From an optimization exercise on the open Yosys and OpenROAD flow, aimed at small area and a short achievable clock period; shortcuts taken in it are not production practice. Function not checked in this run: the RTL went through the layout flow alone. No activity file was given, so power comes from the tool's default toggle rates.

==> flow/design.v <==
package dq_pkg;
  localparam int FUNC_W = 3;
  localparam logic [FUNC_W-1:0] FUNC_PUSH_FRONT = 3'd0;
  localparam logic [FUNC_W-1:0] FUNC_PUSH_BACK  = 3'd1;
  localparam logic [FUNC_W-1:0] FUNC_POP_FRONT  = 3'd2;
  localparam logic [FUNC_W-1:0] FUNC_POP_BACK   = 3'd3;
  localparam logic [FUNC_W-1:0] FUNC_PEEK_FRONT = 3'd4;
  localparam logic [FUNC_W-1:0] FUNC_PEEK_BACK  = 3'd5;
  localparam logic [FUNC_W-1:0] FUNC_CLEAR      = 3'd6;
endpackage
module dq_cell #(
  parameter int DATA_WIDTH = 32
) (
  input  logic                  clk,
  input  logic                  we,
  input  logic [DATA_WIDTH-1:0] push_word,
  output logic [DATA_WIDTH-1:0] data
);
  always_ff @(posedge clk) begin
    if (we) begin
      data <= push_word;
    end
  end
endmodule
module double_ended_queue #(
  parameter int DEPTH      = 16,
  parameter int DATA_WIDTH = 32
) (
  input  logic clk,
  input  logic rst,
  input  logic s_tvalid,
  output logic s_tready,
  input  logic [((DATA_WIDTH+7)/8)*8-1:0] s_tdata,
  input  logic [dq_pkg::FUNC_W-1:0] s_tuser,
  output logic m_tvalid,
  input  logic m_tready,
  output logic [((DATA_WIDTH+3+$clog2(DEPTH+1)+7)/8)*8-1:0] m_tdata
);
  localparam int CNT_W     = $clog2(DEPTH + 1);
  localparam int JW        = DEPTH / 2;
  localparam int RES_W     = DATA_WIDTH + 3 + CNT_W;
  localparam int M_TDATA_W = ((RES_W + 7) / 8) * 8;
  logic [dq_pkg::FUNC_W-1:0] func;
  logic                      accept;
  logic [CNT_W-1:0] count;
  logic [CNT_W-1:0] count_next;
  logic             empty;
  logic             full;
  logic [JW-1:0]    front_j;
  logic [JW-1:0]    back_j;
  logic [JW-1:0]    front_j_inc;
  logic [JW-1:0]    front_j_dec;
  logic [JW-1:0]    back_j_inc;
  logic [JW-1:0]    back_j_dec;
  logic [DEPTH-1:0] front_oh;
  logic [DEPTH-1:0] back_oh;
  logic [DEPTH-1:0] we;
  logic [DEPTH-1:0] rsel;
  logic             ok_q;
  logic [DATA_WIDTH-1:0] peek_q;
  logic             peek_front;
  logic             peek_back;
  logic [DATA_WIDTH-1:0] mem [DEPTH];
  logic [DATA_WIDTH-1:0] peek_word;
  assign func     = s_tuser;
  assign s_tready = !m_tvalid || m_tready;
  assign accept   = s_tvalid && s_tready;
  assign full = count[CNT_W-1];
  assign peek_front = (func == dq_pkg::FUNC_PEEK_FRONT) && !empty;
  assign peek_back  = (func == dq_pkg::FUNC_PEEK_BACK) && !empty;
  always_comb begin
    front_oh[0]  = !front_j[0] && !front_j[JW-1];
    front_oh[JW] = front_j[0] && front_j[JW-1];
    back_oh[0]   = !back_j[0] && !back_j[JW-1];
    back_oh[JW]  = back_j[0] && back_j[JW-1];
    for (int s = 1; s < JW; s++) begin
      front_oh[s]      = front_j[s-1] && !front_j[s];
      front_oh[JW + s] = !front_j[s-1] && front_j[s];
      back_oh[s]       = back_j[s-1] && !back_j[s];
      back_oh[JW + s]  = !back_j[s-1] && back_j[s];
    end
  end
  assign front_j_inc = {front_j[JW-2:0], !front_j[JW-1]};
  assign front_j_dec = {!front_j[0], front_j[JW-1:1]};
  assign back_j_inc  = {back_j[JW-2:0], !back_j[JW-1]};
  assign back_j_dec  = {!back_j[0], back_j[JW-1:1]};
  for (genvar i = 0; i < DEPTH; i++) begin : g_word
    assign we[i]   = !full && (front_oh[(i + 1) % DEPTH] ||
                               back_oh[(i + DEPTH - 1) % DEPTH]);
    assign rsel[i] = (peek_front && front_oh[i]) || (peek_back && back_oh[i]);
    dq_cell #(
      .DATA_WIDTH(DATA_WIDTH)
    ) u_cell (
      .clk      (clk),
      .we       (we[i]),
      .push_word(s_tdata[DATA_WIDTH-1:0]),
      .data     (mem[i])
    );
  end
  always_comb begin
    peek_word = '0;
    for (int i = 0; i < DEPTH; i++) begin
      peek_word = peek_word | (mem[i] & {DATA_WIDTH{rsel[i]}});
    end
  end
  always_comb begin
    count_next = count;
    case (func)
      dq_pkg::FUNC_PUSH_FRONT,
      dq_pkg::FUNC_PUSH_BACK:  if (!full) count_next = count + 1'b1;
      dq_pkg::FUNC_POP_FRONT,
      dq_pkg::FUNC_POP_BACK:   if (!empty) count_next = count - 1'b1;
      dq_pkg::FUNC_CLEAR:      count_next = '0;
      default: ;
    endcase
  end
  always_ff @(posedge clk) begin
    if (rst) begin
      count    <= '0;
      empty    <= 1'b1;
      front_j  <= '0;
      back_j   <= {1'b1, {(JW-1){1'b0}}};
      m_tvalid <= 1'b0;
    end else begin
      if (accept) begin
        count <= count_next;
        empty <= (count_next == '0);
        case (func)
          dq_pkg::FUNC_PUSH_FRONT: if (!full) front_j <= front_j_dec;
          dq_pkg::FUNC_PUSH_BACK:  if (!full) back_j <= back_j_inc;
          dq_pkg::FUNC_POP_FRONT:  if (!empty) front_j <= front_j_inc;
          dq_pkg::FUNC_POP_BACK:   if (!empty) back_j <= back_j_dec;
          dq_pkg::FUNC_CLEAR:      back_j <= front_j_dec;
          default: ;
        endcase
      end
      if (accept) begin
        m_tvalid <= 1'b1;
      end else if (m_tready) begin
        m_tvalid <= 1'b0;
      end
    end
  end
  always_ff @(posedge clk) begin
    if (s_tready) begin
      case (func)
        dq_pkg::FUNC_PUSH_FRONT,
        dq_pkg::FUNC_PUSH_BACK:  ok_q <= !full;
        dq_pkg::FUNC_POP_FRONT,
        dq_pkg::FUNC_POP_BACK,
        dq_pkg::FUNC_PEEK_FRONT,
        dq_pkg::FUNC_PEEK_BACK,
        dq_pkg::FUNC_CLEAR:      ok_q <= !empty;
        default:                 ok_q <= 1'b0;
      endcase
      peek_q <= peek_word;
    end
  end
  assign m_tdata = M_TDATA_W'({count, full, empty, peek_q, ok_q});
endmodule
==> flow/flow/run.sh <==
#!/bin/bash
cp standard.sh standard_sh.txt
export BUFFER_PORTS_ARGS="-buffer_cell sky130_fd_sc_hd__buf_2"
bash standard.sh > standard.log 2>&1
==> flow/standard.sh <==
#!/bin/bash
# synth_recipe.tcl (not shown) runs the flow's synth.tcl, then flattens the netlist and writes it again
# the make line also repeats each setting of config.mk as NAME=value (left out here)
make -C /OpenROAD-flow-scripts/flow DESIGN_CONFIG=/design/flow/config.mk WORK_HOME=/design/flow/orfs CLKGATE_MAP_FILE= SYNTH_SCRIPT=/design/flow/synth_recipe.tcl "${@:-finish}"
==> flow/config.mk <==
export PLATFORM = sky130hd
export DESIGN_NAME = double_ended_queue
export DESIGN_NICKNAME = double_ended_queue
export VERILOG_FILES = /design/flow/design.v
export SDC_FILE = /design/flow/constraint.sdc
export NUM_CORES = 4
export LEC_CHECK = 0
export CAP_MARGIN = 20
export CORE_MARGIN = 2
export CORE_UTILIZATION = 30
export SETUP_SLACK_MARGIN = 2.0
export SLEW_MARGIN = 20
==> flow/constraint.sdc <==
create_clock -name core_clock -period 4.5 [get_ports {clk}]
set_input_delay 0.9000 -clock core_clock [delete_from_list [all_inputs] [get_ports {clk}]]
set_output_delay 0.9000 -clock core_clock [all_outputs]
set_load 0.01 [all_outputs]
==> results.py <==
metrics = {
    "run_status": {
        "status": "complete, no violations",
    },
    "worst_setup_path": {
        "required_ns": 4.96,
        "critPathMaxStageDelay_ns": 0.65,
        "cp-end-kind": "flip-flop",
        "worstSetupPathType": "flip-flop to flip-flop",
        "critPathLaunchType": "flip-flop",
        "path_cells": "buf_12 > or4b_4 > nor2_1 > buf_4 > a22oi_1 > nand3_1 > a211oi_2 > nand4_1",
        "critPathMaxFanout": 11,
        "critical_path.slowest_cell": "or4b_4",
        "arrival_ns": 2.99,
    },
    "drt": {
        "viasPerCell": 5.623,
        "first_pass_iters": 6,
        "drc": 0,
        "drt_iter0_drc": 2087,
        "antenna_left": 0,
        "num_vias": 14010,
        "wirelength_um": 67190,
        "wire_per_inst_um": 26.97,
    },
    "synthesis": {
        "synthXorXnorAreaFrac": 0.001998,
        "synth_adder_area_share": 0.002283,
        "synth_most_common_cell": "edfxtp_1",
        "synth_top_area_cell": "edfxtp_1",
        "synth_edf_count": 545,
        "synth_cell_types": 67,
        "avgSynthCellArea_sq_um": 16.63,
        "yosys-mux-area-fraction": 0.004110,
        "ys_ff_latch": 568,
        "synth_top_family_by_area": "compound AO/OA/AOI/OAI gates",
        "synthArstFlopShare": 0,
        "synthSimpleGateAreaFrac": 0.06177,
        "netlist.area_leader.share": 0.7467,
        "yosys_warnings": 3,
        "synth_compound_area_frac": 0.1379,
        "syn-num-nets": 1361,
        "synth_common_cells": "545 x edfxtp_1, 110 x a22oi_1, 62 x nor2_1, 57 x a222oi_1, 45 x a221oi_1",
        "synth-main-ff-cell": "edfxtp_1",
        "seq_area_frac_synth": 0.7677,
        "syn_area_sq_mm": 0.02192,
        "synthCells": 1318,
        "synth.area.top_cells": "edfxtp_1 75%, a22oi_1 3.8%, a222oi_1 2.6%",
    },
    "sta": {
        "hold_viol_final": 0,
        "finalCritPeriodShare": 0.5629,
        "fmax_ghz": 0.3947,
        "post-route-min-period_ns": 2.533,
        "rsz0062_at_grt": "true",
        "tightest_slew_ns": 0.9111,
        "setup_viol": 0,
        "hold_slack_ns": 0.5239,
        "setup-tns-final_ns": 0,
        "slew_viol_final": 0,
        "skew_ns": 0.02237,
        "slew_headroom": 0.3913,
    },
    "clock_tree": {
        "root_buffer": "clkbuf_16",
        "cts_max_path_buffers": 3,
        "clk_pin_slew_ns": 0.06,
        "htreeDepth": 2,
        "cts_buffers": 55,
        "cts.sinks": 568,
        "clkLatencyLatePin_ns": 0.61,
        "tritoncts": "built",
    },
    "floorplanning": {
        "die_h_um": 274.3,
        "start_util": 0.3019,
        "core_area_sq_mm": 0.07259,
        "num_rows": 99,
        "ios": 81,
        "dieWidth_um": 274.3,
        "die-area_sq_mm": 0.07524,
    },
    "grt": {
        "grt_max_degree": 33,
        "grt_antenna_before_repair": 6,
        "grt_pass1_wl_um": 95110,
        "grt-ovfl-total": 0,
        "grt_util_all_layers": 0.1743,
        "grt_pass1_vias": 13270,
    },
    "placed_design": {
        "hpwlAfterDp_um": 37860,
        "port_buffers": 80,
        "dp.cells": 2315,
        "gp_congestion": 0.8379,
    },
    "final_layout": {
        "finalNonFillerCells": 2491,
        "n_fill_cell": 6760,
        "regArea_sq_mm": 0.01684,
        "multi_input_area_sq_mm": 0.005004,
        "final_layout_size_suffix_gt1_frac": 0.2325,
        "syn_to_final_growth_pct": 21.29,
        "fin_nets": 1530,
    },
    "worst_hold_path": {
        "worstHoldPathType": "flip-flop to flip-flop",
    },
    "power_and_ir_drop": {
        "p_per_area_mw_per_mm2": 421.0,
        "p_leak_nw": 8.620,
        "peakVddDrop_mv": 0.3141,
    },
    "flow_run": {
        "maxCapViolCount": 0,
    },
}
## per-layer routing
| metal | track usage | wire length, um | vias to the layer above |
|---|---|---|---|
| met3 | 0.03731 | 7513 | 134 |
| met4 | 0.05292 | 1989 | 8 |
| met1 | 0.2469 | 27220 | 7157 |
| met5 | 0 | 38 | - |
| li1 | - | - | 5846 |
| met2 | 0.2680 | 30430 | 862 |
## final cells by class
type,instances,area share
clock inverter,38,0.01341
clock buffer,63,0.05450
tap,959,0.04514
timing repair buffer,199,0.06293
inverter,16,0.002259
multi-input combinational,647,0.1882
antenna,1,0.00009413
sequential,568,0.6335
## critical path: cells and delay by family, from the launching register on
family	cells	cell delay (ns)
and+or+nand+nor	4	1.34
buffers and inverters	2	0.47
DFF	1	0.38
AOI/OAI and AO/OA	2	0.19
## power by group
group	total (mW)	internal, mW	switching (mW)
Clock	4.64	2.70	1.94
Combinational	0.490	0.141	0.350
Sequential	6.07	5.99	0.0779
Total	11.2	8.82	2.37
## cell families (layout without fill, tap and decap cells)
family                     after synthesis  in the layout
and+or+nand+nor                        251            254
DFF                                    568            568
buffers and inverters                  107            316
other                                    0              1
adders and majority gates                4              4
AOI/OAI and AO/OA                      374            375
muxes                                    9              9
xor gates and xnor gates                 5              5
## stage by stage
stage,util,total power [mW],instance area [sq um],setup WS [ns]
floorplan,-,6.367,22230,1.547
global placement,0.3276,6.614,23780,0.9421
detailed placement,0.3276,6.628,23780,0.8235
finish,0.3662,11.19,26580,1.967
global route,0.3662,11.49,26580,1.965
CTS,0.3619,11.24,26270,1.958
## final timing paths
kind                                 start  depth (start not counted)    endpoint  slack [ns]
setup reg to reg                     empty                          8  peek_q[29]        1.97
setup / recovery                     empty                          8  peek_q[29]        1.97
hold reg to reg   g_word[4].u_cell.data[3]                          2   peek_q[3]        0.52
hold / removal    g_word[4].u_cell.data[3]                          2   peek_q[3]        0.52
## placed cells by master (no fill, tap or decap), types with 25 or more instances in the layout
cell       Yosys  layout
a22oi_1      110     110
a221oi_1      45      38
nand2_1       37      37
nor2_1        62      55
clkbuf_16      0      58
a21oi_1       44      30
nand3_1       30      30
buf_2         31      77
a222oi_1      57      57
edfxtp_1     545     545
buf_4         22      88
o21ai_0       25      25
nand2b_1      34      28
## what timing repair did
| action | in CTS | in global routing |
|---|---|---|
| pin swaps | 16 | 10 |
| hold buffers | 0 | 0 |
| resized for setup | 30 | 15 |
| endpoints found under the setup margin | 141 | 67 |
| buffers inserted | 46 | 19 |
| gates cloned | 5 | 1 |
## state kept, by name (all words and copies together) (netlist names)
| register | flops |
|---|---|
| back_j | 8 |
| m_tvalid | 1 |
| peek_q | 32 |
| count | 5 |
| ok_q | 1 |
| empty | 1 |
| g_word.u_cell.data | 512 |
| front_j | 8 |

[separate check: timing with driven ports]
The results above use ideal ports. As a check the final layout listed here was re-extracted and re-timed, cells and wires unchanged.
Step 1 (the two cells are an assumption about what drives the block):
set clk [get_ports {clk}]
set_driving_cell -lib_cell sky130_fd_sc_hd__clkbuf_16 $clk
set_driving_cell -lib_cell sky130_fd_sc_hd__buf_2 [delete_from_list [all_inputs] $clk]
Step 2 also shifts input and output timing later by t, the mid clock arrival at the registers, as if the neighbouring blocks saw the same clock.
Slacks: no drivers / after step 1 / after step 2; pairs: no drivers / after step 1.
t (ns): 0.659
slack for setup (ns): 1.967 / 1.967 / 1.372
worst data-port slew with drivers (ns): 0.09
After both steps setup and hold are still met in this run. For this run, drivers alone change the setup slack by 0.000 ns; drivers and shift together by -0.595 ns.
